Context: an optimization exercise on an open-source flow, tuned for small area and a short achievable clock period. The choices shown serve that exercise and are no tape-out recipe. At most, simulation tests tie the RTL to the original design; equivalence was not proved. Function not checked in run 1: the RTL went through the layout flow alone. No activity file was given, so power comes from the tool's default toggle rates.

**design/flow/run.sh**
```bash
#!/bin/bash
# synth_recipe.tcl (not shown) runs the flow's synth.tcl, then flattens the netlist and writes it again
# the make line also repeats each setting of config.mk as NAME=value (left out here)
make -C /OpenROAD-flow-scripts/flow DESIGN_CONFIG=/design/flow/config.mk WORK_HOME=/design/flow/orfs CLKGATE_MAP_FILE= SYNTH_SCRIPT=/design/flow/synth_recipe.tcl finish
```
**design/flow/config.mk**
```make
export PLATFORM = sky130hd
export DESIGN_NAME = quireDotApb
export DESIGN_NICKNAME = quireDotApb
export VERILOG_FILES = /design/flow/design.v
export SDC_FILE = /design/flow/constraint.sdc
export NUM_CORES = 4
export LEC_CHECK = 0
export ABC_AREA = 1
export CAP_MARGIN = 20
export CORE_MARGIN = 2
export CORE_UTILIZATION = 50
export PLACE_DENSITY = 0.65
export SETUP_SLACK_MARGIN = 0.5
export SLEW_MARGIN = 20
```
**design/flow/constraint.sdc**
```tcl
create_clock -name core_clock -period 22.0 [get_ports {clk}]
set_input_delay 4.4000 -clock core_clock [delete_from_list [all_inputs] [get_ports {clk}]]
set_output_delay 4.4000 -clock core_clock [all_outputs]
set_load 0.01 [all_outputs]
```
**design/flow/design.v**
```verilog
`timescale 1ns/1ps
module qdDecode (
  input  logic [15:0] in,
  output logic isNaR,
  output logic isZero,
  output logic sign,
  output logic [12:0] sig,
  output logic signed [6:0] k
);
  logic [14:0] body;
  logic [13:0] y;
  logic [13:0] above;    
  logic [13:0] hot;      
  logic [3:0] pos;
  logic any;
  logic e;
  assign body = in[15] ? (~in[14:0] + 15'd1) : in[14:0];
  assign y = body[14] ? ~body[13:0] : body[13:0];
  always_comb begin
    above[13] = y[13];
    for (int j = 12; j >= 0; j--) above[j] = above[j+1] | y[j];
    hot[13] = y[13];
    for (int j = 12; j >= 0; j--) hot[j] = y[j] & ~above[j+1];
    any = above[0];
    pos = 4'd0;
    for (int j = 0; j < 14; j++) pos = pos | (hot[j] ? 4'(j) : 4'd0);
    e = 1'b0;
    for (int j = 1; j < 14; j++) e = e | (hot[j] & body[j-1]);
    for (int t = 0; t < 12; t++) sig[t] = (t + 2 <= 13 ? (above[t+2 > 13 ? 13 : t+2] & body[t]) : 1'b0) | hot[t+1];
    sig[12] = hot[13];
    if (!above[2]) sig[0] = 1'b1;
    if (!any) begin
      k = body[14] ? 7'sd28 : -7'sd28;
    end else if (body[14]) begin
      k = (pos == 4'd0) ? 7'sd26 : 7'(7'sd27 - 7'(3 * pos) + 7'(e));
    end else begin
      k = (pos == 4'd0) ? -7'sd28 : 7'(7'(pos) - 7'sd27 + 7'(e));
    end
  end
  assign isNaR = (in == 16'h8000);
  assign isZero = (in == 16'h0000);
  assign sign = in[15];
endmodule
`timescale 1ns/1ps
module qdTerm (
  input  logic        aNaR,
  input  logic        aZero,
  input  logic        aSign,
  input  logic [12:0] aSig,
  input  logic [6:0]  aK,
  input  logic        bNaR,
  input  logic        bZero,
  input  logic        bSign,
  input  logic [12:0] bSig,
  input  logic [6:0]  bK,
  input  logic        hold,
  output logic [40:0] prod,
  output logic [2:0]  shiftHi,
  output logic        neg,
  output logic        nar
);
  logic kill;
  logic [25:0] rawProd;
  logic [6:0] shift;
  qdMul mul (.a(aSig), .b(bSig), .p(rawProd));
  assign shift = aK + bK + 7'd56;
  assign kill = hold | aNaR | bNaR | aZero | bZero;
  assign prod = kill ? 41'd0 : ({15'd0, rawProd} << shift[3:0]);
  assign shiftHi = shift[6:4];
  assign neg = (aSign ^ bSign) & ~kill;
  assign nar = (aNaR | bNaR) & ~hold;
endmodule
module qdMul (
  input  logic [12:0] a,
  input  logic [12:0] b,
  output logic [25:0] p
);
  logic [12:0] pp [13];
  logic [25:0] r0, r1;
  always_comb for (int i = 0; i < 13; i++) pp[i] = b[i] ? a : '0;
  logic fc1;
  logic fc10;
  logic fc100;
  logic fc101;
  logic fc102;
  logic fc103;
  logic fc104;
  logic fc105;
  logic fc106;
  logic fc107;
  logic fc108;
  logic fc109;
  logic fc11;
  logic fc111;
  logic fc112;
  logic fc113;
  logic fc114;
  logic fc115;
  logic fc116;
  logic fc117;
  logic fc118;
  logic fc119;
  logic fc12;
  logic fc120;
  logic fc121;
  logic fc122;
  logic fc123;
  logic fc124;
  logic fc125;
  logic fc126;
  logic fc127;
  logic fc128;
  logic fc129;
  logic fc130;
  logic fc131;
  logic fc14;
  logic fc15;
  logic fc16;
  logic fc17;
  logic fc18;
  logic fc19;
  logic fc21;
  logic fc23;
  logic fc24;
  logic fc26;
  logic fc27;
  logic fc28;
  logic fc29;
  logic fc3;
  logic fc30;
  logic fc31;
  logic fc32;
  logic fc33;
  logic fc34;
  logic fc35;
  logic fc36;
  logic fc37;
  logic fc38;
  logic fc39;
  logic fc4;
  logic fc40;
  logic fc41;
  logic fc42;
  logic fc43;
  logic fc44;
  logic fc45;
  logic fc46;
  logic fc47;
  logic fc48;
  logic fc49;
  logic fc50;
  logic fc51;
  logic fc52;
  logic fc53;
  logic fc54;
  logic fc55;
  logic fc57;
  logic fc59;
  logic fc6;
  logic fc60;
  logic fc61;
  logic fc62;
  logic fc63;
  logic fc64;
  logic fc65;
  logic fc66;
  logic fc67;
  logic fc68;
  logic fc69;
  logic fc7;
  logic fc70;
  logic fc71;
  logic fc72;
  logic fc73;
  logic fc74;
  logic fc75;
  logic fc76;
  logic fc77;
  logic fc78;
  logic fc79;
  logic fc8;
  logic fc80;
  logic fc81;
  logic fc82;
  logic fc83;
  logic fc84;
  logic fc85;
  logic fc86;
  logic fc87;
  logic fc88;
  logic fc89;
  logic fc91;
  logic fc92;
  logic fc93;
  logic fc94;
  logic fc95;
  logic fc96;
  logic fc97;
  logic fc98;
  logic fc99;
  logic fs1;
  logic fs10;
  logic fs100;
  logic fs101;
  logic fs102;
  logic fs103;
  logic fs104;
  logic fs105;
  logic fs106;
  logic fs107;
  logic fs108;
  logic fs109;
  logic fs11;
  logic fs111;
  logic fs112;
  logic fs113;
  logic fs114;
  logic fs115;
  logic fs116;
  logic fs117;
  logic fs118;
  logic fs119;
  logic fs12;
  logic fs120;
  logic fs121;
  logic fs122;
  logic fs123;
  logic fs124;
  logic fs125;
  logic fs126;
  logic fs127;
  logic fs128;
  logic fs129;
  logic fs130;
  logic fs131;
  logic fs14;
  logic fs15;
  logic fs16;
  logic fs17;
  logic fs18;
  logic fs19;
  logic fs21;
  logic fs23;
  logic fs24;
  logic fs26;
  logic fs27;
  logic fs28;
  logic fs29;
  logic fs3;
  logic fs30;
  logic fs31;
  logic fs32;
  logic fs33;
  logic fs34;
  logic fs35;
  logic fs36;
  logic fs37;
  logic fs38;
  logic fs39;
  logic fs4;
  logic fs40;
  logic fs41;
  logic fs42;
  logic fs43;
  logic fs44;
  logic fs45;
  logic fs46;
  logic fs47;
  logic fs48;
  logic fs49;
  logic fs50;
  logic fs51;
  logic fs52;
  logic fs53;
  logic fs54;
  logic fs55;
  logic fs57;
  logic fs59;
  logic fs6;
  logic fs60;
  logic fs61;
  logic fs62;
  logic fs63;
  logic fs64;
  logic fs65;
  logic fs66;
  logic fs67;
  logic fs68;
  logic fs69;
  logic fs7;
  logic fs70;
  logic fs71;
  logic fs72;
  logic fs73;
  logic fs74;
  logic fs75;
  logic fs76;
  logic fs77;
  logic fs78;
  logic fs79;
  logic fs8;
  logic fs80;
  logic fs81;
  logic fs82;
  logic fs83;
  logic fs84;
  logic fs85;
  logic fs86;
  logic fs87;
  logic fs88;
  logic fs89;
  logic fs91;
  logic fs92;
  logic fs93;
  logic fs94;
  logic fs95;
  logic fs96;
  logic fs97;
  logic fs98;
  logic fs99;
  logic hc0;
  logic hc110;
  logic hc13;
  logic hc2;
  logic hc20;
  logic hc22;
  logic hc25;
  logic hc5;
  logic hc56;
  logic hc58;
  logic hc9;
  logic hc90;
  logic hs0;
  logic hs110;
  logic hs13;
  logic hs2;
  logic hs20;
  logic hs22;
  logic hs25;
  logic hs5;
  logic hs56;
  logic hs58;
  logic hs9;
  logic hs90;
  assign {hc0, hs0} = {1'b0, pp[0][9]} + {1'b0, pp[1][8]};
  assign {fc1, fs1} = {1'b0, pp[0][10]} + {1'b0, pp[1][9]} + {1'b0, pp[2][8]};
  assign {hc2, hs2} = {1'b0, pp[3][7]} + {1'b0, pp[4][6]};
  assign {fc3, fs3} = {1'b0, pp[0][11]} + {1'b0, pp[1][10]} + {1'b0, pp[2][9]};
  assign {fc4, fs4} = {1'b0, pp[3][8]} + {1'b0, pp[4][7]} + {1'b0, pp[5][6]};
  assign {hc5, hs5} = {1'b0, pp[6][5]} + {1'b0, pp[7][4]};
  assign {fc6, fs6} = {1'b0, pp[0][12]} + {1'b0, pp[1][11]} + {1'b0, pp[2][10]};
  assign {fc7, fs7} = {1'b0, pp[3][9]} + {1'b0, pp[4][8]} + {1'b0, pp[5][7]};
  assign {fc8, fs8} = {1'b0, pp[6][6]} + {1'b0, pp[7][5]} + {1'b0, pp[8][4]};
  assign {hc9, hs9} = {1'b0, pp[9][3]} + {1'b0, pp[10][2]};
  assign {fc10, fs10} = {1'b0, pp[1][12]} + {1'b0, pp[2][11]} + {1'b0, pp[3][10]};
  assign {fc11, fs11} = {1'b0, pp[4][9]} + {1'b0, pp[5][8]} + {1'b0, pp[6][7]};
  assign {fc12, fs12} = {1'b0, pp[7][6]} + {1'b0, pp[8][5]} + {1'b0, pp[9][4]};
  assign {hc13, hs13} = {1'b0, pp[10][3]} + {1'b0, pp[11][2]};
  assign {fc14, fs14} = {1'b0, pp[2][12]} + {1'b0, pp[3][11]} + {1'b0, pp[4][10]};
  assign {fc15, fs15} = {1'b0, pp[5][9]} + {1'b0, pp[6][8]} + {1'b0, pp[7][7]};
  assign {fc16, fs16} = {1'b0, pp[8][6]} + {1'b0, pp[9][5]} + {1'b0, pp[10][4]};
  assign {fc17, fs17} = {1'b0, pp[3][12]} + {1'b0, pp[4][11]} + {1'b0, pp[5][10]};
  assign {fc18, fs18} = {1'b0, pp[6][9]} + {1'b0, pp[7][8]} + {1'b0, pp[8][7]};
  assign {fc19, fs19} = {1'b0, pp[4][12]} + {1'b0, pp[5][11]} + {1'b0, pp[6][10]};
  assign {hc20, hs20} = {1'b0, pp[0][6]} + {1'b0, pp[1][5]};
  assign {fc21, fs21} = {1'b0, pp[0][7]} + {1'b0, pp[1][6]} + {1'b0, pp[2][5]};
  assign {hc22, hs22} = {1'b0, pp[3][4]} + {1'b0, pp[4][3]};
  assign {fc23, fs23} = {1'b0, pp[0][8]} + {1'b0, pp[1][7]} + {1'b0, pp[2][6]};
  assign {fc24, fs24} = {1'b0, pp[3][5]} + {1'b0, pp[4][4]} + {1'b0, pp[5][3]};
  assign {hc25, hs25} = {1'b0, pp[6][2]} + {1'b0, pp[7][1]};
  assign {fc26, fs26} = {1'b0, hs0} + {1'b0, pp[2][7]} + {1'b0, pp[3][6]};
  assign {fc27, fs27} = {1'b0, pp[4][5]} + {1'b0, pp[5][4]} + {1'b0, pp[6][3]};
  assign {fc28, fs28} = {1'b0, pp[7][2]} + {1'b0, pp[8][1]} + {1'b0, pp[9][0]};
  assign {fc29, fs29} = {1'b0, hc0} + {1'b0, fs1} + {1'b0, hs2};
  assign {fc30, fs30} = {1'b0, pp[5][5]} + {1'b0, pp[6][4]} + {1'b0, pp[7][3]};
  assign {fc31, fs31} = {1'b0, pp[8][2]} + {1'b0, pp[9][1]} + {1'b0, pp[10][0]};
  assign {fc32, fs32} = {1'b0, fc1} + {1'b0, hc2} + {1'b0, fs3};
  assign {fc33, fs33} = {1'b0, fs4} + {1'b0, hs5} + {1'b0, pp[8][3]};
  assign {fc34, fs34} = {1'b0, pp[9][2]} + {1'b0, pp[10][1]} + {1'b0, pp[11][0]};
  assign {fc35, fs35} = {1'b0, fc3} + {1'b0, fc4} + {1'b0, hc5};
  assign {fc36, fs36} = {1'b0, fs6} + {1'b0, fs7} + {1'b0, fs8};
  assign {fc37, fs37} = {1'b0, hs9} + {1'b0, pp[11][1]} + {1'b0, pp[12][0]};
  assign {fc38, fs38} = {1'b0, fc6} + {1'b0, fc7} + {1'b0, fc8};
  assign {fc39, fs39} = {1'b0, hc9} + {1'b0, fs10} + {1'b0, fs11};
  assign {fc40, fs40} = {1'b0, fs12} + {1'b0, hs13} + {1'b0, pp[12][1]};
  assign {fc41, fs41} = {1'b0, fc10} + {1'b0, fc11} + {1'b0, fc12};
  assign {fc42, fs42} = {1'b0, hc13} + {1'b0, fs14} + {1'b0, fs15};
  assign {fc43, fs43} = {1'b0, fs16} + {1'b0, pp[11][3]} + {1'b0, pp[12][2]};
  assign {fc44, fs44} = {1'b0, fc14} + {1'b0, fc15} + {1'b0, fc16};
  assign {fc45, fs45} = {1'b0, fs17} + {1'b0, fs18} + {1'b0, pp[9][6]};
  assign {fc46, fs46} = {1'b0, pp[10][5]} + {1'b0, pp[11][4]} + {1'b0, pp[12][3]};
  assign {fc47, fs47} = {1'b0, fc17} + {1'b0, fc18} + {1'b0, fs19};
  assign {fc48, fs48} = {1'b0, pp[7][9]} + {1'b0, pp[8][8]} + {1'b0, pp[9][7]};
  assign {fc49, fs49} = {1'b0, pp[10][6]} + {1'b0, pp[11][5]} + {1'b0, pp[12][4]};
  assign {fc50, fs50} = {1'b0, fc19} + {1'b0, pp[5][12]} + {1'b0, pp[6][11]};
  assign {fc51, fs51} = {1'b0, pp[7][10]} + {1'b0, pp[8][9]} + {1'b0, pp[9][8]};
  assign {fc52, fs52} = {1'b0, pp[10][7]} + {1'b0, pp[11][6]} + {1'b0, pp[12][5]};
  assign {fc53, fs53} = {1'b0, pp[6][12]} + {1'b0, pp[7][11]} + {1'b0, pp[8][10]};
  assign {fc54, fs54} = {1'b0, pp[9][9]} + {1'b0, pp[10][8]} + {1'b0, pp[11][7]};
  assign {fc55, fs55} = {1'b0, pp[7][12]} + {1'b0, pp[8][11]} + {1'b0, pp[9][10]};
  assign {hc56, hs56} = {1'b0, pp[0][4]} + {1'b0, pp[1][3]};
  assign {fc57, fs57} = {1'b0, pp[0][5]} + {1'b0, pp[1][4]} + {1'b0, pp[2][3]};
  assign {hc58, hs58} = {1'b0, pp[3][2]} + {1'b0, pp[4][1]};
  assign {fc59, fs59} = {1'b0, hs20} + {1'b0, pp[2][4]} + {1'b0, pp[3][3]};
  assign {fc60, fs60} = {1'b0, pp[4][2]} + {1'b0, pp[5][1]} + {1'b0, pp[6][0]};
  assign {fc61, fs61} = {1'b0, hc20} + {1'b0, fs21} + {1'b0, hs22};
  assign {fc62, fs62} = {1'b0, pp[5][2]} + {1'b0, pp[6][1]} + {1'b0, pp[7][0]};
  assign {fc63, fs63} = {1'b0, fc21} + {1'b0, hc22} + {1'b0, fs23};
  assign {fc64, fs64} = {1'b0, fs24} + {1'b0, hs25} + {1'b0, pp[8][0]};
  assign {fc65, fs65} = {1'b0, fc23} + {1'b0, fc24} + {1'b0, hc25};
  assign {fc66, fs66} = {1'b0, fs26} + {1'b0, fs27} + {1'b0, fs28};
  assign {fc67, fs67} = {1'b0, fc26} + {1'b0, fc27} + {1'b0, fc28};
  assign {fc68, fs68} = {1'b0, fs29} + {1'b0, fs30} + {1'b0, fs31};
  assign {fc69, fs69} = {1'b0, fc29} + {1'b0, fc30} + {1'b0, fc31};
  assign {fc70, fs70} = {1'b0, fs32} + {1'b0, fs33} + {1'b0, fs34};
  assign {fc71, fs71} = {1'b0, fc32} + {1'b0, fc33} + {1'b0, fc34};
  assign {fc72, fs72} = {1'b0, fs35} + {1'b0, fs36} + {1'b0, fs37};
  assign {fc73, fs73} = {1'b0, fc35} + {1'b0, fc36} + {1'b0, fc37};
  assign {fc74, fs74} = {1'b0, fs38} + {1'b0, fs39} + {1'b0, fs40};
  assign {fc75, fs75} = {1'b0, fc38} + {1'b0, fc39} + {1'b0, fc40};
  assign {fc76, fs76} = {1'b0, fs41} + {1'b0, fs42} + {1'b0, fs43};
  assign {fc77, fs77} = {1'b0, fc41} + {1'b0, fc42} + {1'b0, fc43};
  assign {fc78, fs78} = {1'b0, fs44} + {1'b0, fs45} + {1'b0, fs46};
  assign {fc79, fs79} = {1'b0, fc44} + {1'b0, fc45} + {1'b0, fc46};
  assign {fc80, fs80} = {1'b0, fs47} + {1'b0, fs48} + {1'b0, fs49};
  assign {fc81, fs81} = {1'b0, fc47} + {1'b0, fc48} + {1'b0, fc49};
  assign {fc82, fs82} = {1'b0, fs50} + {1'b0, fs51} + {1'b0, fs52};
  assign {fc83, fs83} = {1'b0, fc50} + {1'b0, fc51} + {1'b0, fc52};
  assign {fc84, fs84} = {1'b0, fs53} + {1'b0, fs54} + {1'b0, pp[12][6]};
  assign {fc85, fs85} = {1'b0, fc53} + {1'b0, fc54} + {1'b0, fs55};
  assign {fc86, fs86} = {1'b0, pp[10][9]} + {1'b0, pp[11][8]} + {1'b0, pp[12][7]};
  assign {fc87, fs87} = {1'b0, fc55} + {1'b0, pp[8][12]} + {1'b0, pp[9][11]};
  assign {fc88, fs88} = {1'b0, pp[10][10]} + {1'b0, pp[11][9]} + {1'b0, pp[12][8]};
  assign {fc89, fs89} = {1'b0, pp[9][12]} + {1'b0, pp[10][11]} + {1'b0, pp[11][10]};
  assign {hc90, hs90} = {1'b0, pp[0][3]} + {1'b0, pp[1][2]};
  assign {fc91, fs91} = {1'b0, hs56} + {1'b0, pp[2][2]} + {1'b0, pp[3][1]};
  assign {fc92, fs92} = {1'b0, hc56} + {1'b0, fs57} + {1'b0, hs58};
  assign {fc93, fs93} = {1'b0, fc57} + {1'b0, hc58} + {1'b0, fs59};
  assign {fc94, fs94} = {1'b0, fc59} + {1'b0, fc60} + {1'b0, fs61};
  assign {fc95, fs95} = {1'b0, fc61} + {1'b0, fc62} + {1'b0, fs63};
  assign {fc96, fs96} = {1'b0, fc63} + {1'b0, fc64} + {1'b0, fs65};
  assign {fc97, fs97} = {1'b0, fc65} + {1'b0, fc66} + {1'b0, fs67};
  assign {fc98, fs98} = {1'b0, fc67} + {1'b0, fc68} + {1'b0, fs69};
  assign {fc99, fs99} = {1'b0, fc69} + {1'b0, fc70} + {1'b0, fs71};
  assign {fc100, fs100} = {1'b0, fc71} + {1'b0, fc72} + {1'b0, fs73};
  assign {fc101, fs101} = {1'b0, fc73} + {1'b0, fc74} + {1'b0, fs75};
  assign {fc102, fs102} = {1'b0, fc75} + {1'b0, fc76} + {1'b0, fs77};
  assign {fc103, fs103} = {1'b0, fc77} + {1'b0, fc78} + {1'b0, fs79};
  assign {fc104, fs104} = {1'b0, fc79} + {1'b0, fc80} + {1'b0, fs81};
  assign {fc105, fs105} = {1'b0, fc81} + {1'b0, fc82} + {1'b0, fs83};
  assign {fc106, fs106} = {1'b0, fc83} + {1'b0, fc84} + {1'b0, fs85};
  assign {fc107, fs107} = {1'b0, fc85} + {1'b0, fc86} + {1'b0, fs87};
  assign {fc108, fs108} = {1'b0, fc87} + {1'b0, fc88} + {1'b0, fs89};
  assign {fc109, fs109} = {1'b0, fc89} + {1'b0, pp[10][12]} + {1'b0, pp[11][11]};
  assign {hc110, hs110} = {1'b0, pp[0][2]} + {1'b0, pp[1][1]};
  assign {fc111, fs111} = {1'b0, hs90} + {1'b0, pp[2][1]} + {1'b0, pp[3][0]};
  assign {fc112, fs112} = {1'b0, hc90} + {1'b0, fs91} + {1'b0, pp[4][0]};
  assign {fc113, fs113} = {1'b0, fc91} + {1'b0, fs92} + {1'b0, pp[5][0]};
  assign {fc114, fs114} = {1'b0, fc92} + {1'b0, fs93} + {1'b0, fs60};
  assign {fc115, fs115} = {1'b0, fc93} + {1'b0, fs94} + {1'b0, fs62};
  assign {fc116, fs116} = {1'b0, fc94} + {1'b0, fs95} + {1'b0, fs64};
  assign {fc117, fs117} = {1'b0, fc95} + {1'b0, fs96} + {1'b0, fs66};
  assign {fc118, fs118} = {1'b0, fc96} + {1'b0, fs97} + {1'b0, fs68};
  assign {fc119, fs119} = {1'b0, fc97} + {1'b0, fs98} + {1'b0, fs70};
  assign {fc120, fs120} = {1'b0, fc98} + {1'b0, fs99} + {1'b0, fs72};
  assign {fc121, fs121} = {1'b0, fc99} + {1'b0, fs100} + {1'b0, fs74};
  assign {fc122, fs122} = {1'b0, fc100} + {1'b0, fs101} + {1'b0, fs76};
  assign {fc123, fs123} = {1'b0, fc101} + {1'b0, fs102} + {1'b0, fs78};
  assign {fc124, fs124} = {1'b0, fc102} + {1'b0, fs103} + {1'b0, fs80};
  assign {fc125, fs125} = {1'b0, fc103} + {1'b0, fs104} + {1'b0, fs82};
  assign {fc126, fs126} = {1'b0, fc104} + {1'b0, fs105} + {1'b0, fs84};
  assign {fc127, fs127} = {1'b0, fc105} + {1'b0, fs106} + {1'b0, fs86};
  assign {fc128, fs128} = {1'b0, fc106} + {1'b0, fs107} + {1'b0, fs88};
  assign {fc129, fs129} = {1'b0, fc107} + {1'b0, fs108} + {1'b0, pp[12][9]};
  assign {fc130, fs130} = {1'b0, fc108} + {1'b0, fs109} + {1'b0, pp[12][10]};
  assign {fc131, fs131} = {1'b0, fc109} + {1'b0, pp[11][12]} + {1'b0, pp[12][11]};
  assign r0 = {1'b0, fc131, fc130, fc129, fc128, fc127, fc126, fc125, fc124, fc123, fc122, fc121, fc120, fc119, fc118, fc117, fc116, fc115, fc114, fc113, fc112, fc111, hc110, hs110, pp[0][1], pp[0][0]};
  assign r1 = {1'b0, pp[12][12], fs131, fs130, fs129, fs128, fs127, fs126, fs125, fs124, fs123, fs122, fs121, fs120, fs119, fs118, fs117, fs116, fs115, fs114, fs113, fs112, fs111, pp[2][0], pp[1][0], 1'b0};
  qdAdd #(.W(26)) fin (.a(r0), .b(r1), .ci(1'b0), .s(p));
endmodule
`timescale 1ns/1ps
module qdAccum (
  input  logic         clk,
  input  logic         clear,
  input  logic [40:0]  prod,
  input  logic [2:0]   shiftHi,
  input  logic         neg,
  input  logic         termNaR,
  output logic [127:0] quire,
  output logic         quireNaR
);
  logic [127:0] aligned;
  logic [127:0] sum;
  assign aligned = {87'd0, prod} << {shiftHi, 4'b0000};
  qdAdd #(.W(128)) add (.a(quire), .b(aligned ^ {128{neg}}), .ci(neg), .s(sum));
  always_ff @(posedge clk) begin
    if (clear) begin
      quire <= '0;
      quireNaR <= 1'b0;
    end else begin
      quire <= sum;
      quireNaR <= quireNaR | termNaR;
    end
  end
endmodule
module qdAdd #(
  parameter int W = 128
) (
  input  logic [W-1:0] a,
  input  logic [W-1:0] b,
  input  logic         ci,
  output logic [W-1:0] s
);
  localparam int L = $clog2(W);
  logic [W-1:0] p0, g0;
  logic [W-1:0] g, p;
  logic [W-1:0] c;
  always_comb begin
    p0 = a ^ b;
    g0 = a & b;
    g = g0;
    p = p0;
    g[0] = g0[0] | (p0[0] & ci);
    for (int l = 0; l < L; l++) begin
      for (int i = (2 << l) - 1; i < W; i += (2 << l)) begin
        g[i] = g[i] | (p[i] & g[i - (1 << l)]);
        p[i] = p[i] & p[i - (1 << l)];
      end
    end
    for (int l = L - 2; l >= 0; l--) begin
      for (int i = (3 << l) - 1; i < W; i += (2 << l)) begin
        g[i] = g[i] | (p[i] & g[i - (1 << l)]);
        p[i] = p[i] & p[i - (1 << l)];
      end
    end
    c = {g[W-2:0], ci};
    s = p0 ^ c;
  end
endmodule
`timescale 1ns/1ps
module qdRound (
  input  logic [127:0] quire,
  input  logic         quireNaR,
  output logic [15:0]  result
);
  logic s;
  logic [83:0] v;
  logic posBig, negBig, big, tiny, isZero;
  logic [5:0] aPos, aNeg, a;
  logic [5:0] sh;
  logic [16:0] pat;
  logic [13:0] msk;
  logic cut, odd;
  logic [57:0] win;
  logic [14:0] w;
  logic [80:0] po;
  logic [55:0] stk;
  logic sticky;
  logic inc;
  logic [16:0] ext;
  logic [14:0] e0, e1, em1;
  logic [3:0] m;
  logic g, t0, c, step;
  logic [15:0] main;
  assign s = quire[127];
  assign v = quire[83:0] ^ {84{s}};
  assign posBig = !s && (|quire[126:84]);
  assign negBig = s && !((&quire[126:84]) && (|quire[83:0]));
  assign big = posBig || negBig;
  assign tiny = s ? (&quire[83:28]) : !(|quire[83:28]);
  assign isZero = !s && !(|quire[126:0]);
  qdLead #(.W(64)) leadPos (.x({8'd0, quire[83:28]}), .pos(aPos));
  qdLead #(.W(64)) leadNeg (.x({8'd0, ~quire[83:28]}), .pos(aNeg));
  assign a = s ? aNeg : aPos;
  positRoundTable tab (.a, .sh, .pat, .msk, .cut, .odd);
  assign win = v[83:26] >> sh;
  assign w = win[14:0];
  always_comb begin
    po = quire[80:0];
    for (int l = 0; l < 7; l++) begin
      for (int i = 0; i < 81; i++) begin
        if ((i >> l) % 2 == 1) po[i] = po[i] | po[((i >> l) << l) - 1];
      end
    end
  end
  assign stk = po[80:25];
  assign sticky = stk[sh];
  assign inc = s && !sticky;
  assign ext = pat | {3'd0, w[13:0] & msk};
  assign e0 = ext[16:2];
  assign e1 = e0 + 15'd1;
  assign em1 = e0 - 15'd1;
  assign m = {1'b0, w[2:0]} + {3'd0, inc};
  always_comb begin
    if (cut) begin
      g = odd && (m[3] || m[1] || m[0]);
      t0 = odd && (m[3] || m[1]);
      c = 1'b0;
    end else begin
      g = ext[1] ^ (inc && ext[0]);
      t0 = ext[0] ^ inc;
      c = inc && ext[1] && ext[0];
    end
  end
  assign step = c || (g && (t0 || sticky || e0[0]));
  assign main = s ? (step ? ~{1'b0, e0} : ~{1'b0, em1})
                  : (step ? {1'b0, e1} : {1'b0, e0});
  always_comb begin
    if (quireNaR) begin
      result = 16'h8000;
    end else if (isZero) begin
      result = 16'h0000;
    end else if (big) begin
      result = s ? 16'h8001 : 16'h7FFF;
    end else if (tiny) begin
      result = s ? 16'hFFFF : 16'h0001;
    end else begin
      result = main;
    end
  end
endmodule
module qdLead #(
  parameter int W = 64
) (
  input  logic [W-1:0] x,
  output logic [$clog2(W)-1:0] pos
);
  if (W == 2) begin : g_leaf
    assign pos = x[1];
  end else begin : g_node
    localparam int H = W / 2;
    logic [$clog2(H)-1:0] ph, pl;
    logic vh;
    qdLead #(.W(H)) hi (.x(x[W-1:H]), .pos(ph));
    qdLead #(.W(H)) lo (.x(x[H-1:0]), .pos(pl));
    assign vh = |x[W-1:H];
    assign pos = vh ? {1'b1, ph} : {1'b0, pl};
  end
endmodule
`timescale 1ns/1ps
module positRoundTable (
  input  logic [5:0]  a,
  output logic [5:0]  sh,
  output logic [16:0] pat,
  output logic [13:0] msk,
  output logic        cut,
  output logic        odd
);
  always_comb begin
    case (a)
      6'd0: begin sh = 6'd0; pat = 17'h00004; msk = 14'h0000; cut = 1'b1; odd = 1'b0; end
      6'd1: begin sh = 6'd1; pat = 17'h00004; msk = 14'h0000; cut = 1'b1; odd = 1'b1; end
      6'd2: begin sh = 6'd2; pat = 17'h00008; msk = 14'h0003; cut = 1'b0; odd = 1'b0; end
      6'd3: begin sh = 6'd3; pat = 17'h0000C; msk = 14'h0003; cut = 1'b0; odd = 1'b0; end
      6'd4: begin sh = 6'd3; pat = 17'h00010; msk = 14'h0007; cut = 1'b0; odd = 1'b0; end
      6'd5: begin sh = 6'd4; pat = 17'h00018; msk = 14'h0007; cut = 1'b0; odd = 1'b0; end
      6'd6: begin sh = 6'd4; pat = 17'h00020; msk = 14'h000F; cut = 1'b0; odd = 1'b0; end
      6'd7: begin sh = 6'd5; pat = 17'h00030; msk = 14'h000F; cut = 1'b0; odd = 1'b0; end
      6'd8: begin sh = 6'd5; pat = 17'h00040; msk = 14'h001F; cut = 1'b0; odd = 1'b0; end
      6'd9: begin sh = 6'd6; pat = 17'h00060; msk = 14'h001F; cut = 1'b0; odd = 1'b0; end
      6'd10: begin sh = 6'd6; pat = 17'h00080; msk = 14'h003F; cut = 1'b0; odd = 1'b0; end
      6'd11: begin sh = 6'd7; pat = 17'h000C0; msk = 14'h003F; cut = 1'b0; odd = 1'b0; end
      6'd12: begin sh = 6'd7; pat = 17'h00100; msk = 14'h007F; cut = 1'b0; odd = 1'b0; end
      6'd13: begin sh = 6'd8; pat = 17'h00180; msk = 14'h007F; cut = 1'b0; odd = 1'b0; end
      6'd14: begin sh = 6'd8; pat = 17'h00200; msk = 14'h00FF; cut = 1'b0; odd = 1'b0; end
      6'd15: begin sh = 6'd9; pat = 17'h00300; msk = 14'h00FF; cut = 1'b0; odd = 1'b0; end
      6'd16: begin sh = 6'd9; pat = 17'h00400; msk = 14'h01FF; cut = 1'b0; odd = 1'b0; end
      6'd17: begin sh = 6'd10; pat = 17'h00600; msk = 14'h01FF; cut = 1'b0; odd = 1'b0; end
      6'd18: begin sh = 6'd10; pat = 17'h00800; msk = 14'h03FF; cut = 1'b0; odd = 1'b0; end
      6'd19: begin sh = 6'd11; pat = 17'h00C00; msk = 14'h03FF; cut = 1'b0; odd = 1'b0; end
      6'd20: begin sh = 6'd11; pat = 17'h01000; msk = 14'h07FF; cut = 1'b0; odd = 1'b0; end
      6'd21: begin sh = 6'd12; pat = 17'h01800; msk = 14'h07FF; cut = 1'b0; odd = 1'b0; end
      6'd22: begin sh = 6'd12; pat = 17'h02000; msk = 14'h0FFF; cut = 1'b0; odd = 1'b0; end
      6'd23: begin sh = 6'd13; pat = 17'h03000; msk = 14'h0FFF; cut = 1'b0; odd = 1'b0; end
      6'd24: begin sh = 6'd13; pat = 17'h04000; msk = 14'h1FFF; cut = 1'b0; odd = 1'b0; end
      6'd25: begin sh = 6'd14; pat = 17'h06000; msk = 14'h1FFF; cut = 1'b0; odd = 1'b0; end
      6'd26: begin sh = 6'd14; pat = 17'h08000; msk = 14'h3FFF; cut = 1'b0; odd = 1'b0; end
      6'd27: begin sh = 6'd15; pat = 17'h0C000; msk = 14'h3FFF; cut = 1'b0; odd = 1'b0; end
      6'd28: begin sh = 6'd16; pat = 17'h10000; msk = 14'h3FFF; cut = 1'b0; odd = 1'b0; end
      6'd29: begin sh = 6'd17; pat = 17'h14000; msk = 14'h3FFF; cut = 1'b0; odd = 1'b0; end
      6'd30: begin sh = 6'd19; pat = 17'h18000; msk = 14'h1FFF; cut = 1'b0; odd = 1'b0; end
      6'd31: begin sh = 6'd20; pat = 17'h1A000; msk = 14'h1FFF; cut = 1'b0; odd = 1'b0; end
      6'd32: begin sh = 6'd22; pat = 17'h1C000; msk = 14'h0FFF; cut = 1'b0; odd = 1'b0; end
      6'd33: begin sh = 6'd23; pat = 17'h1D000; msk = 14'h0FFF; cut = 1'b0; odd = 1'b0; end
      6'd34: begin sh = 6'd25; pat = 17'h1E000; msk = 14'h07FF; cut = 1'b0; odd = 1'b0; end
      6'd35: begin sh = 6'd26; pat = 17'h1E800; msk = 14'h07FF; cut = 1'b0; odd = 1'b0; end
      6'd36: begin sh = 6'd28; pat = 17'h1F000; msk = 14'h03FF; cut = 1'b0; odd = 1'b0; end
      6'd37: begin sh = 6'd29; pat = 17'h1F400; msk = 14'h03FF; cut = 1'b0; odd = 1'b0; end
      6'd38: begin sh = 6'd31; pat = 17'h1F800; msk = 14'h01FF; cut = 1'b0; odd = 1'b0; end
      6'd39: begin sh = 6'd32; pat = 17'h1FA00; msk = 14'h01FF; cut = 1'b0; odd = 1'b0; end
      6'd40: begin sh = 6'd34; pat = 17'h1FC00; msk = 14'h00FF; cut = 1'b0; odd = 1'b0; end
      6'd41: begin sh = 6'd35; pat = 17'h1FD00; msk = 14'h00FF; cut = 1'b0; odd = 1'b0; end
      6'd42: begin sh = 6'd37; pat = 17'h1FE00; msk = 14'h007F; cut = 1'b0; odd = 1'b0; end
      6'd43: begin sh = 6'd38; pat = 17'h1FE80; msk = 14'h007F; cut = 1'b0; odd = 1'b0; end
      6'd44: begin sh = 6'd40; pat = 17'h1FF00; msk = 14'h003F; cut = 1'b0; odd = 1'b0; end
      6'd45: begin sh = 6'd41; pat = 17'h1FF40; msk = 14'h003F; cut = 1'b0; odd = 1'b0; end
      6'd46: begin sh = 6'd43; pat = 17'h1FF80; msk = 14'h001F; cut = 1'b0; odd = 1'b0; end
      6'd47: begin sh = 6'd44; pat = 17'h1FFA0; msk = 14'h001F; cut = 1'b0; odd = 1'b0; end
      6'd48: begin sh = 6'd46; pat = 17'h1FFC0; msk = 14'h000F; cut = 1'b0; odd = 1'b0; end
      6'd49: begin sh = 6'd47; pat = 17'h1FFD0; msk = 14'h000F; cut = 1'b0; odd = 1'b0; end
      6'd50: begin sh = 6'd49; pat = 17'h1FFE0; msk = 14'h0007; cut = 1'b0; odd = 1'b0; end
      6'd51: begin sh = 6'd50; pat = 17'h1FFE8; msk = 14'h0007; cut = 1'b0; odd = 1'b0; end
      6'd52: begin sh = 6'd52; pat = 17'h1FFF0; msk = 14'h0003; cut = 1'b0; odd = 1'b0; end
      6'd53: begin sh = 6'd53; pat = 17'h1FFF4; msk = 14'h0003; cut = 1'b0; odd = 1'b0; end
      6'd54: begin sh = 6'd54; pat = 17'h1FFF8; msk = 14'h0000; cut = 1'b1; odd = 1'b0; end
      6'd55: begin sh = 6'd55; pat = 17'h1FFF8; msk = 14'h0000; cut = 1'b1; odd = 1'b1; end
      default: begin sh = 6'd0; pat = 17'h00000; msk = 14'h0000; cut = 1'b0; odd = 1'b0; end
    endcase
  end
endmodule
`timescale 1ns/1ps
module quireDotApb (
  input  logic        clk,
  input  logic        rst,
  input  logic        psel,
  input  logic        penable,
  input  logic        pwrite,
  input  logic [7:0]  paddr,
  input  logic [31:0] pwdata,
  output logic [31:0] prdata,
  output logic        pready,
  output logic        pslverr
);
  localparam logic [7:0] RegOpA = 8'h00;
  localparam logic [7:0] RegOpB = 8'h04;
  localparam logic [7:0] RegCtrl = 8'h08;
  localparam logic [7:0] RegResult = 8'h0C;
  logic setup;
  logic hitA, hitB, hitC, hitR;
  logic rstQ, clrQ;
  logic wrA, wrB;
  logic accNext;
  logic [15:0] stg;
  logic [15:0] opA, opB;
  logic dNaR, dZero, dSign;
  logic [12:0] dSig;
  logic [6:0] dK;
  logic aNaR, aZero, aSign, bNaR, bZero, bSign;
  logic [12:0] aSig, bSig;
  logic [6:0] aK, bK;
  logic [40:0] prod;
  logic [2:0] shiftHi;
  logic neg, nar;
  logic [40:0] tProd;
  logic [2:0] tShift;
  logic tNeg, tNaR;
  logic [127:0] quire;
  logic quireNaR;
  logic [15:0] result;
  logic [15:0] rdata;
  logic err;
  assign setup = psel && !penable;
  assign hitA = (paddr == RegOpA);
  assign hitB = (paddr == RegOpB);
  assign hitC = (paddr == RegCtrl);
  assign hitR = (paddr == RegResult);
  always_ff @(posedge clk) begin
    rstQ <= rst;
    clrQ <= rst || (setup && pwrite && hitC && pwdata[0]);
    wrA <= setup && pwrite && hitA;
    wrB <= setup && pwrite && hitB;
    stg <= pwdata[15:0];
  end
  qdDecode dec (.in(stg), .isNaR(dNaR), .isZero(dZero), .sign(dSign), .sig(dSig), .k(dK));
  always_ff @(posedge clk) begin
    if (rstQ) begin
      opA <= '0;
      aNaR <= 1'b0;
      aZero <= 1'b1;
    end else if (wrA) begin
      opA <= stg;
      aNaR <= dNaR;
      aZero <= dZero;
    end
    if (rstQ) begin
      opB <= '0;
      bNaR <= 1'b0;
      bZero <= 1'b1;
    end else if (wrB) begin
      opB <= stg;
      bNaR <= dNaR;
      bZero <= dZero;
    end
    if (wrA) begin
      aSign <= dSign;
      aSig <= dSig;
      aK <= dK;
    end
    if (wrB) begin
      bSign <= dSign;
      bSig <= dSig;
      bK <= dK;
    end
  end
  qdTerm term (
    .aNaR, .aZero, .aSign, .aSig, .aK,
    .bNaR, .bZero, .bSign, .bSig, .bK,
    .hold(rstQ),
    .prod, .shiftHi, .neg, .nar
  );
  assign accNext = setup && pwrite && hitC && pwdata[1];
  always_ff @(posedge clk) begin
    tProd <= accNext ? prod : '0;
    tShift <= shiftHi;
    tNeg <= accNext && neg;
    tNaR <= accNext && nar;
  end
  qdAccum accum (
    .clk, .clear(clrQ),
    .prod(tProd), .shiftHi(tShift), .neg(tNeg), .termNaR(tNaR),
    .quire, .quireNaR
  );
  qdRound round (.quire, .quireNaR, .result);
  always_ff @(posedge clk) begin
    rdata <= rstQ ? 16'h0000 : hitA ? opA : hitB ? opB : hitR ? result : 16'h0000;
    err <= !(hitA || hitB || hitC || hitR) || (pwrite && hitR);
  end
  assign prdata = {16'h0000, rdata};
  assign pready = 1'b1;
  assign pslverr = err;
endmodule
```
==> key figures, run 1 <==
Outcome
  – Status: no timing/DRC/antenna violations

Clock tree
  – CTS Buffer Depth: 3
  – CTS Sinks: 290
  – TritonCTS clock tree: built
  – Worst-path clk slew: 0.06 ns
  – Number of hold-repair buffers added at the cts stage: 0
  – Post-CTS sizing: 0
  – Clock latency (worst-skew pair): 0.58 ns
  – H-tree depth: 2
  – CTS buffer count: 37
  – Setup Buffers After CTS: 0
  – Root buffer cell: clkbuf_16

Timing
  – Hold_ws: 0.442 ns
  – Fin. Hold Viols: 0
  – Fin worst setup slack: 13.62 ns
  – RSZ-0062 raised after global routing: no
  – Clock Skew: 0.0339 ns
  – Slew margin rel.: 30.3%
  – Final cycle utilization of the critical path: 38.1%
  – Worst-Margin Slew: 1.04 ns
  – Post-layout minimum cycle time: 8.38 ns
  – FMAX: 119 MHz
  – Max-slew violation count: 0
  – Setup_tns: 0 ns
  – Final setup violation count: 0

Route
  – Via count: 30300
  – DR pass1 iterations: 7
  – Antenna Nets Post-Route: 0
  – Total wire length: 94.2 mm
  – DR iter-0 viols: 2960
  – Remaining DRCs: 0
  – DR vias/cell: 5.38
  – Routed wire per std cell: 16.7 um

Synthesis
  – Post-synthesis adder-cell area fraction: 19.8%
  – Multiplexer share of the synthesized area: 0.305%
  – Xor/xnor share of the synthesized area: 8.39%
  – Ys async rst share: 0%
  – #FFs+latches synth: 290
  – Complex-gate fraction of the synthesized area: 10.9%
  – Post-Synthesis Cells: 4842
  – Commonest cells post-synth: nand2_1, inv_1, nand3_1
  – Synth Warn #: 9
  – Dominant cell type by area after synthesis: dfxtp_1
  – Post-Synth Simple-Gate Area: 29.0%
  – Post-synth top area share: 15.1%
  – Register area share after synthesis: 19.0%
  – Most numerous cell in the Yosys netlist: nand2_1
  – Mapped Avg Cell Area: 6.77 sq um
  – Yosys cell types: 65
  – Top_reg_cell synth: dfxtp_1
  – Largest family of logic cells by synthesized area: simple AND/OR/NAND/NOR gates
  – Number of flops mapped to enable cells by yosys: 42
  – Main area contributors after synthesis: dfxtp_1, nand2_1, fa_1
  – Post-Syn Area: 32800 sq um

Floorplan
  – Die Span Y: 260 um
  – Core area: 64700 sq um
  – Io pins: 79
  – Die area: 67600 sq um
  – Initial Utilization: 50.7%
  – Cell row count: 93
  – Die W: 260 um

Placed design
  – Place WS: 13.60 ns
  – Placer congestion estimate: 0.981
  – Post-detail-place hpwl: 72.3 mm
  – Port bufs: 45
  – Placed cell areas: 33500 sq um

Run
  – MaxCap Viol Count: 0

Setup path
  – CP most frequent cell: nand2_1
  – Critical path launch point: tShift[0]$_DFF_P_
  – Worst r2r src: tShift[0]$_DFF_P_
  – CP Class: flop to flop
  – Data required, critical path: 22.42 ns
  – Startpoint types: flop
  – Max FO, Critical Path: 52
  – Slowest CP cell: inv_1
  – Crit path largest cell delay: 0.73 ns
  – Endpoint class of the critical path: flop
  – WP data arrival: 8.80 ns

Power and ir drop
  – Clk network pwr share: 33.8%
  – Worst vdd rail ir drop: 0.0697 mV
  – Final Power: 1980 uW
  – Sw frac: 40.4%
  – Reg power frac: 28.3%
  – Internal power: 1180 uW
  – Combinational share of power: 37.9%
  – Leakage: 0.0173 uW
  – Pwr Density: 56.8 nW/um^2
  – Switching power: 799 uW

Hold path
  – Min-delay src: tNaR$_DFF_P_
  – Worst Hold Class: flop to flop

Layout
  – Proportion of layout cells with a drive suffix above 1: 4.71%
  – Antenna diodes: 0
  – NumNets Final: 5193
  – Fin area: 34800 sq um
  – Area growth, synth to finish: 6.17%

Global route
  – Vias in the first global route: 28800
  – Initial antenna violation count: 0
  – GRT Util Overall: 28.0%
  – Grt ovf: 0
  – Largest net degree at the start of global routing: 79
  – First-pass GRT wire length: 153 mm
==> path summary, 6_finish.rpt <==
check	endpoint	slack, ns	depth (start not counted)
worst max-delay path	accum.quire[127]$_SDFF_PP0_	13.62	36
worst min-delay path	accum.quireNaR$_SDFF_PP0_	0.44	2
worst max register to register	accum.quire[127]$_SDFF_PP0_	13.62	36
worst min register to register	accum.quireNaR$_SDFF_PP0_	0.44	2
==> layout make-up <==
type	instances	area, sq um
clock inverter	22	319
tap	855	1070
clock buffer	46	1020
inverter	791	2970
fill	6595	29900
timing repair buffer	77	691
multi-input combinational	3551	22500
sequential	290	6240
==> per-layer routing <==
metal / wire, um / global-route usage [%]
met5: 0 / 0
met4: 2160 / 6.98
met3: 6310 / 3.41
met2: 43100 / 45.8
met1: 42600 / 39.2
==> stage by stage <==
step,utilization (%),std cells
4_1_cts,53.8,5632
3_5_place_dp,51.7,5564
3_3_place_gp,51.7,5564
2_1_floorplan,-,4857
5_1_grt,53.8,5632
6_report,53.8,5632
==> power by group through the flow <==
stage / Clock, uW / Sequential [uW] / Combinational, uW
2_1_floorplan: 0 / 564 / 606
3_3_place_gp: 0 / 570 / 729
3_5_place_dp: 0 / 570 / 732
4_1_cts: 681 / 559 / 735
5_1_grt: 706 / 560 / 843
6_report: 670 / 559 / 750
==> cells by family after synthesis <==
group,Yosys count
AOI/OAI and AO/OA,628
xor gates and xnor gates,314
adders and majority gates,400
buffers and inverters,1016
DFF,290
muxes,10
other,2
and+or+nand+nor,2182
==> critical path, delay by kind of cell (launching register included) <==
kind / cells / cell delay, ns
compound gates: 16 / 4.52
simple gates: 11 / 1.12
flops: 1 / 0.30
buf+inv: 3 / 1.08
xor+xnor: 4 / 0.63
fa+ha+maj: 2 / 0.52
==> placed cells by master (no fill, tap or decap), drive strengths merged, types with 42 or more instances in the layout <==
cell type	netlist	routed
nand2	1131	1131
inv	784	790
nand3	470	470
nor2	437	437
o21ai	262	262
xor2	249	249
dfxtp	248	248
ha	202	202
fa	198	198
a21oi	189	189
nand4	65	65
xnor2	65	65
clkbuf	116	46
clkdlybuf4s50	0	45
edfxtp	42	42
==> registers in the layout, summed over array words and instances (netlist names), 3 cells and up <==
| name | cells |
|---|---|
| accum.quire | 128 |
| tProd | 41 |
| opA | 16 |
| opB | 16 |
| rdata | 16 |
| stg | 16 |
| aSig | 13 |
| bSig | 13 |
| aK | 7 |
| bK | 7 |
| tShift | 3 |
==> inputs of run 2 (changes only) <==
--- a/design/flow/design.v
+++ b/design/flow/design.v
@@ -483,7 +483,7 @@
   input  logic         clk,
   input  logic         clear,
   input  logic [40:0]  prod,
-  input  logic [2:0]   shiftHi,
+  input  logic [7:0]   place,
   input  logic         neg,
   input  logic         termNaR,
   output logic [127:0] quire,
@@ -491,7 +491,12 @@
 );
   logic [127:0] aligned;
   logic [127:0] sum;
-  assign aligned = {87'd0, prod} << {shiftHi, 4'b0000};
+  always_comb begin
+    aligned = '0;
+    for (int j = 0; j < 8; j++) begin
+      aligned = aligned | (({87'd0, prod} << (16 * j)) & {128{place[j]}});
+    end
+  end
   qdAdd #(.W(128)) add (.a(quire), .b(aligned ^ {128{neg}}), .ci(neg), .s(sum));
   always_ff @(posedge clk) begin
     if (clear) begin
@@ -742,7 +747,7 @@
   logic [2:0] shiftHi;
   logic neg, nar;
   logic [40:0] tProd;
-  logic [2:0] tShift;
+  logic [7:0] tPlace;
   logic tNeg, tNaR;
   logic [127:0] quire;
   logic quireNaR;
@@ -800,14 +805,14 @@
   );
   assign accNext = setup && pwrite && hitC && pwdata[1];
   always_ff @(posedge clk) begin
-    tProd <= accNext ? prod : '0;
-    tShift <= shiftHi;
+    tProd <= prod;
+    tPlace <= accNext ? (8'd1 << shiftHi) : 8'd0;
     tNeg <= accNext && neg;
     tNaR <= accNext && nar;
   end
   qdAccum accum (
     .clk, .clear(clrQ),
-    .prod(tProd), .shiftHi(tShift), .neg(tNeg), .termNaR(tNaR),
+    .prod(tProd), .place(tPlace), .neg(tNeg), .termNaR(tNaR),
     .quire, .quireNaR
   );
   qdRound round (.quire, .quireNaR, .result);
==> run 2 against run 1 <==
Setup slack improved by 0.66 ns. Routed wire length decreased by 1.5%. Synthesized cell count decreased by 4.3%. Synthesized area decreased by 2.0%. First-iteration DRC count increased by 2.4%. Global-route usage decreased by 0.25 points. Total power decreased by 36%. Sequential power about the same. Cell area decreased by 2.1%. Combinational power decreased by 88%. Utilization about the same. Critical path type unchanged. Critical endpoint unchanged. Highest routed layer is now met5.
==> key figures, run 2 <==
Clock tree
  – H-tree depth: 2
  – Post-CTS sizing: 0
  – CTS buffer count: 36
  – Clock latency (worst-skew pair): 0.55 ns
  – Setup Buffers After CTS: 0
  – TritonCTS clock tree: built
  – CTS Sinks: 295
  – Number of hold-repair buffers added at the cts stage: 0
  – Worst-path clk slew: 0.06 ns
  – CTS Buffer Depth: 3
  – Root buffer cell: clkbuf_16

Route
  – Total wire length: 92.8 mm
  – DR iter-0 viols: 3030
  – Antenna Nets Post-Route: 0
  – Remaining DRCs: 0
  – DR vias/cell: 5.50
  – DR pass1 iterations: 8
  – Routed wire per std cell: 17.2 um
  – Via count: 29700

Global route
  – Initial antenna violation count: 1
  – First-pass GRT wire length: 149 mm
  – Vias in the first global route: 27700
  – Grt ovf: 0
  – Largest net degree at the start of global routing: 75
  – GRT Util Overall: 27.7%

Run
  – MaxCap Viol Count: 0

Layout
  – Antenna diodes: 0
  – Top Registers: accum.quire: 128 flops, tProd: 41 flops
  – NumNets Final: 4980
  – Non-filler instance count after layout: 5408
  – Most common cell after layout, fill and taps aside: nand2_1
  – Commonest non-fill, non-tap cells in the layout: nand2_1, inv_1, nand3_1, nor2_1, dfxtp_1
  – Number of flip-flops under the largest register name: 128
  – Area growth, synth to finish: 6.14%
  – Reg with most FFs: accum.quire
  – Proportion of layout cells with a drive suffix above 1: 3.70%

Power and ir drop
  – Internal power: 964 uW
  – Combinational share of power: 6.9%
  – Switching power: 308 uW
  – Sw frac: 24.2%
  – Final Power: 1270 uW
  – Reg power frac: 43.8%
  – Pwr Density: 37.3 nW/um^2
  – Clk network pwr share: 49.3%
  – Worst vdd rail ir drop: 0.0720 mV
  – Leakage: 0.0169 uW

Synthesis
  – Xor/xnor share of the synthesized area: 8.18%
  – Multiplexer share of the synthesized area: 0.810%
  – Post-synthesis adder-cell area fraction: 20.3%
  – Mapped Avg Cell Area: 6.93 sq um
  – Post-Synth Simple-Gate Area: 25.9%
  – Ys async rst share: 0%
  – Most numerous cell in the Yosys netlist: nand2_1
  – Number of flops mapped to enable cells by yosys: 42
  – #FFs+latches synth: 295
  – Register area share after synthesis: 19.7%
  – Dominant cell type by area after synthesis: dfxtp_1
  – Main area contributors after synthesis: dfxtp_1, fa_1, nand2_1
  – Largest family of logic cells by synthesized area: simple AND/OR/NAND/NOR gates
  – Commonest cells post-synth: nand2_1, inv_1, nand3_1
  – Synth Warn #: 9
  – Post-Syn Area: 32100 sq um
  – Yosys cell types: 66
  – Post-synth top area share: 15.8%
  – Top_reg_cell synth: dfxtp_1
  – Complex-gate fraction of the synthesized area: 12.8%
  – Post-Synthesis Cells: 4633

Timing
  – Final setup violation count: 0
  – Post-layout minimum cycle time: 7.72 ns
  – Slew margin rel.: 27.7%
  – FMAX: 130 MHz
  – RSZ-0062 raised after global routing: no
  – Final cycle utilization of the critical path: 35.1%
  – Hold_ws: 0.438 ns
  – Max-slew violation count: 0
  – Setup_tns: 0 ns
  – Worst-Margin Slew: 1.08 ns
  – Fin. Hold Viols: 0
  – Clock Skew: 0.0315 ns

Floorplan
  – Die Span Y: 257 um
  – Die area: 66300 sq um
  – Io pins: 79
  – Die W: 257 um
  – Cell row count: 92
  – Initial Utilization: 50.7%
  – Core area: 63300 sq um

Setup path
  – WP data arrival: 8.15 ns
  – Startpoint types: flop
  – Endpoint class of the critical path: flop
  – Data required, critical path: 22.42 ns
  – Worst r2r src: tNeg$_DFF_P_
  – Slowest CP cell: dfxtp_4
  – Max FO, Critical Path: 50
  – R2r setup slk: 14.28 ns
  – Reg2Reg Depth: 31
  – Critical path launch point: tNeg$_DFF_P_
  – CP Class: flop to flop
  – Crit path to: accum.quire[127]$_SDFF_PP0_
  – Worst R2R End: accum.quire[127]$_SDFF_PP0_
  – CP most frequent cell: nand2_1
  – Crit path largest cell delay: 0.68 ns

Hold path
  – Worst Hold Class: flop to flop
  – Min-delay src: tNaR$_DFF_P_

Placed design
  – Port bufs: 45
  – Post-detail-place hpwl: 69.5 mm
  – Placer congestion estimate: 0.936
  – Placed Cells: 5341

Outcome
  – Status: no timing/DRC/antenna violations
==> run 2: critical path, delay by kind of cell, from the launching register on <==
kind                     cells  cell delay (ns)
AO/OA/AOI/OAI               14             3.17
XOR/XNOR                     3             0.84
adder cells (fa/ha/maj)      2             0.75
buffers and inverters        5             1.47
flip-flops                   1             0.68
AND/OR/NAND/NOR              7             0.60
==> run 2: per-layer routing <==
| layer | vias up | GRT usage (%) | wire [um] |
|---|---|---|---|
| li1 | 14700 | - | - |
| met1 | 13800 | 38.3 | 41300 |
| met3 | 164 | 4.15 | 7160 |
| met4 | 2 | 6.50 | 2190 |
| met2 | 1025 | 45.7 | 42100 |
| met5 | - | 0 | 13 |
==> run 2: power groups by stage <==
stage               Combinational [uW]  Clock (uW)  Sequential (uW)
floorplan                         69.7           0              566
global placement                  85.8           0              569
detailed placement                86.9           0              569
CTS                               87.9         638              557
global route                       101         662              557
finish                            87.1         627              557
==> run 2: stage by stage <==
stage                     area [sq um]  setup slack [ns]  util (%)
final                            34100             14.28      53.8
after global routing             34100             13.54      53.8
after CTS                        34100             14.30      53.8
after detailed placement         32800             14.30      51.8
after global placement           32800             14.36      51.8
after floorplan                  32200             15.71         -
==> run 2: cell families (layout without fill, tap and decap cells) <==
kind of cell,count (synthesis),after routing
AND/OR/NAND/NOR,1926,1926
buffers and inverters,999,913
AO/OA/AOI/OAI,684,684
adder cells (fa/ha/maj),401,401
XOR/XNOR,300,300
flip-flops,295,295
multiplexers,26,26
other,2,17
==> run 2: worst min-delay path by stage <==
| stage | to | slack (ns) | cells past startpoint |
|---|---|---|---|
| after CTS | accum.quireNaR$_SDFF_PP0_ | 0.44 | 2 |
| after global placement | accum.quireNaR$_SDFF_PP0_ | 0.41 | 2 |
| after global routing | accum.quireNaR$_SDFF_PP0_ | 0.47 | 2 |
| final | accum.quireNaR$_SDFF_PP0_ | 0.44 | 2 |
| after detailed placement | accum.quireNaR$_SDFF_PP0_ | 0.43 | 2 |
| after floorplan | accum.quireNaR$_SDFF_PP0_ | 0.41 | 2 |
==> run 2: cell type report <==
| cell class | count | area (sq um) |
|---|---|---|
| Clock buffer | 43 | 1010 |
| Clock inverter | 23 | 245 |
| Fill cell | 6414 | 29200 |
| Inverter | 779 | 2930 |
| Multi-Input combinational cell | 3354 | 21900 |
| Sequential cell | 295 | 6340 |
| Tap cell | 846 | 1060 |
| Timing Repair Buffer | 68 | 631 |
==> inputs of run 3 (changes only) <==
==> design/flow/flow/run.sh (new file) <==
#!/bin/bash
set -euo pipefail
bash standard.sh SETUP_SLACK_MARGIN=15.5 finish > standard.log 2>&1
==> design/flow/standard.sh (new file) <==
#!/bin/bash
# synth_recipe.tcl (not shown) runs the flow's synth.tcl, then flattens the netlist and writes it again
# the make line also repeats each setting of config.mk as NAME=value (left out here)
make -C /OpenROAD-flow-scripts/flow DESIGN_CONFIG=/design/flow/config.mk WORK_HOME=/design/flow/orfs CLKGATE_MAP_FILE= SYNTH_SCRIPT=/design/flow/synth_recipe.tcl "${@:-finish}"
--- a/design/flow/config.mk
+++ b/design/flow/config.mk
@@ -10,5 +10,4 @@
 export CORE_MARGIN = 2
 export CORE_UTILIZATION = 50
 export PLACE_DENSITY = 0.65
-export SETUP_SLACK_MARGIN = 0.5
 export SLEW_MARGIN = 20
removed: design/flow/run.sh
==> run 3 against run 2 <==
Flip-flop and latch count unchanged. Still clean. Utilization increased by 2.5 points. Clock power is essentially flat. Setup slack better by 1.4 ns. Critical path type unchanged.
==> key figures, run 3 <==
Synthesis
  – Post-Syn Area: 32100 sq um
  – Commonest cells post-synth: nand2_1, inv_1, nand3_1
  – Main area contributors after synthesis: dfxtp_1, fa_1, nand2_1
  – Dominant cell type by area after synthesis: dfxtp_1
  – Mapped Avg Cell Area: 6.93 sq um
  – Post-synth top area share: 15.8%
  – Top_reg_cell synth: dfxtp_1
  – Synth Warn #: 9
  – Number of flops mapped to enable cells by yosys: 42
  – #FFs+latches synth: 295
  – Post-Synthesis Cells: 4633
  – Register area share after synthesis: 19.7%
  – Ys async rst share: 0%
  – Most numerous cell in the Yosys netlist: nand2_1
  – Yosys cell types: 66

Layout
  – Final Util: 56.3%
  – Reg with most FFs: accum.quire
  – Commonest non-fill, non-tap cells in the layout: nand2_1, inv_1, nand3_1, nor2_1, dfxtp_1
  – Area taken by multi-input logic gates: 22400 sq um
  – Antenna diodes: 0
  – Register area: 6370 sq um
  – NumNets Final: 5073
  – Most common cell after layout, fill and taps aside: nand2_1
  – Proportion of layout cells with a drive suffix above 1: 8.03%
  – Fin area: 35700 sq um
  – Area growth, synth to finish: 11.0%
  – Top Registers: accum.quire: 128 flops, tProd: 41 flops
  – Layout fillers: 6265
  – Number of flip-flops under the largest register name: 128

Timing
  – Max-slew violation count: 0
  – RSZ-0062 raised after global routing: yes
  – FMAX: 159 MHz
  – Post-layout minimum cycle time: 6.30 ns
  – Clock Skew: 0.0312 ns
  – Setup_tns: 0 ns
  – Final cycle utilization of the critical path: 28.6%
  – Slew margin rel.: 27.1%
  – Fin. Hold Viols: 0
  – Final setup violation count: 0
  – Worst-Margin Slew: 1.09 ns

Power and ir drop
  – Final Power: 1270 uW
  – Pwr Density: 35.8 nW/um^2
  – Leakage: 0.0175 uW
  – Worst vdd rail ir drop: 0.0710 mV

Route
  – DR vias/cell: 5.52
  – DR iter-0 viols: 3108
  – Routed wire per std cell: 17.7 um
  – Via count: 30400
  – Total wire length: 97.1 mm
  – Remaining DRCs: 0
  – Antenna Nets Post-Route: 0
  – DR pass1 iterations: 6

Floorplan
  – Cell row count: 92
  – Core area: 63300 sq um
  – Die W: 257 um
  – Die Span Y: 257 um
  – Initial Utilization: 50.7%
  – Io pins: 79
  – Die area: 66300 sq um

Setup path
  – R2r setup slk: 15.70 ns
  – Endpoint class of the critical path: flop
  – Max FO, Critical Path: 3
  – Crit path largest cell delay: 0.53 ns
  – Reg2Reg Depth: 32
  – Worst R2R End: tProd[30]$_SDFF_PP0_
  – CP most frequent cell: fa_1
  – Worst r2r src: aSig[7]$_DFFE_PP_
  – CP Class: flop to flop
  – Data required, critical path: 22.46 ns
  – WP data arrival: 6.76 ns
  – Startpoint types: flop
  – Slowest CP cell: fa_1

Clock tree
  – TritonCTS clock tree: built
  – Clock latency (worst-skew pair): 0.55 ns
  – CTS buffer count: 36
  – CTS Buffer Depth: 3
  – H-tree depth: 2
  – CTS Sinks: 295
  – Number of hold-repair buffers added at the cts stage: 0
  – Worst-path clk slew: 0.06 ns
  – Root buffer cell: clkbuf_16

Placed design
  – Placed cell areas: 32800 sq um
  – Port bufs: 45
  – Placer congestion estimate: 0.936
  – Post-detail-place hpwl: 69.5 mm

Global route
  – Grt ovf: 0
  – GRT Util Overall: 28.1%
  – Vias in the first global route: 28100
  – Largest net degree at the start of global routing: 75
  – Initial antenna violation count: 1
  – First-pass GRT wire length: 151 mm

Hold path
  – Worst Hold Class: flop to flop
  – Min-delay src: tNaR$_DFF_P_
  – Hold Path End: accum.quireNaR$_SDFF_PP0_
  – Hold Path Cell Cnt: 2

Run
  – MaxCap Viol Count: 0

Outcome
  – Status: no timing/DRC/antenna violations
## run 3: cells by family (layout without fill, tap and decap cells)
| group | after synthesis | in the layout | share of synthesized area (%) |
|---|---|---|---|
| AO/OA/AOI/OAI | 684 | 684 | 12.8 |
| XOR/XNOR | 300 | 300 | 8.18 |
| adder cells (fa/ha/maj) | 401 | 401 | 20.3 |
| buffers and inverters | 999 | 1005 | 12.4 |
| flip-flops | 295 | 295 | 19.7 |
| multiplexers | 26 | 26 | 0.810 |
| other | 2 | 17 | 0.0234 |
| AND/OR/NAND/NOR | 1926 | 1927 | 25.9 |
## run 3: what timing repair did
action                     4_1_cts  5_1_grt
gates resized for setup         55      143
gates cloned                     0       10
pin swaps                       22       34
buffers inserted                45       39
setup endpoints to repair       78       59
## run 3: per-layer routing
layer / GRT usage (%) / routed length, um / vias up / part of all wire [%]
met5: 0 / 14 / - / 0.014
met4: 7.76 / 2900 / 2 / 3.0
met3: 4.51 / 8160 / 206 / 8.4
met2: 46.2 / 44100 / 1139 / 45
met1: 38.3 / 42000 / 14100 / 43
li1: - / - / 14900 / -
## run 3: worst max path at each step
stage | from | endpoint
floorplan | bSig[0]$_DFFE_PP_ | tProd[30]$_SDFF_PP0_
global placement | tNeg$_DFF_P_ | accum.quire[127]$_SDFF_PP0_
detailed placement | tNeg$_DFF_P_ | accum.quire[127]$_SDFF_PP0_
CTS | tNeg$_DFF_P_ | accum.quire[127]$_SDFF_PP0_
global route | bSig[0]$_DFFE_PP_ | tProd[30]$_SDFF_PP0_
finish | aSig[7]$_DFFE_PP_ | tProd[30]$_SDFF_PP0_
## run 3: area by class of cell
class                      instances  share of cell area, %
timing repair buffer             159                   4.53
sequential                       295                   17.9
timing repair inverter             1                 0.0140
clock inverter                    23                  0.688
tap                              846                   2.97
multi-input combinational       3355                   62.8
clock buffer                      43                   2.83
inverter                         779                   8.29
## run 3: stage by stage
step,hold slack (ns),setup WS [ns],instances
global placement,0.414,14.36,5341
detailed placement,0.426,14.30,5341
global route,0.465,15.42,5501
finish,0.436,15.70,5501
CTS,0.439,15.44,5452
floorplan,0.411,15.71,4648
## run 3: critical path, delay by kind of cell (launching register included)
kind / cells / cell delay, ns
adder cells (fa/ha/maj): 6 / 2.70
AO/OA/AOI/OAI: 13 / 1.87
AND/OR/NAND/NOR: 8 / 0.84
flip-flops: 1 / 0.51
buffers and inverters: 5 / 0.27
## run 3: power breakdown
| group | total [uW] | internal, uW | switching, uW | leakage, uW |
|---|---|---|---|---|
| clock network | 627 | 377 | 250 | 0.000618 |
| registers | 557 | 553 | 4.30 | 0.00244 |
| logic | 90.7 | 36.1 | 54.6 | 0.0145 |

[port drivers added, routing unchanged]
The results above use ideal ports. As a check the final layouts listed here were re-extracted and re-timed, cells and wires unchanged. Step 1: set_driving_cell puts a clkbuf_16 on clk and a buf_2 on each other input, an assumption about the parent block. Step 2, shift: input delay + t, output delay - t, t = (earliest + latest rising clock arrival at the registers) / 2. This alone moves slack from input paths to output paths. Three values: ideal, step 1, step 2; two values: the first two.
run | shift t [ns] | setup slack, ns | clock arrival spread, ns
run 1 | 0.621 | 13.616 / 13.616 / 13.616 | 0.034 / 0.034
run 2 | 0.603 | 14.280 / 14.280 / 14.280 | 0.031 / 0.031
run 3 | 0.603 | 15.703 / 15.703 / 15.146 | 0.031 / 0.032
After both steps setup and hold are still met in every run listed. For run 3, which loses most, drivers alone change the setup slack by 0.000 ns; drivers and shift together by -0.557 ns.
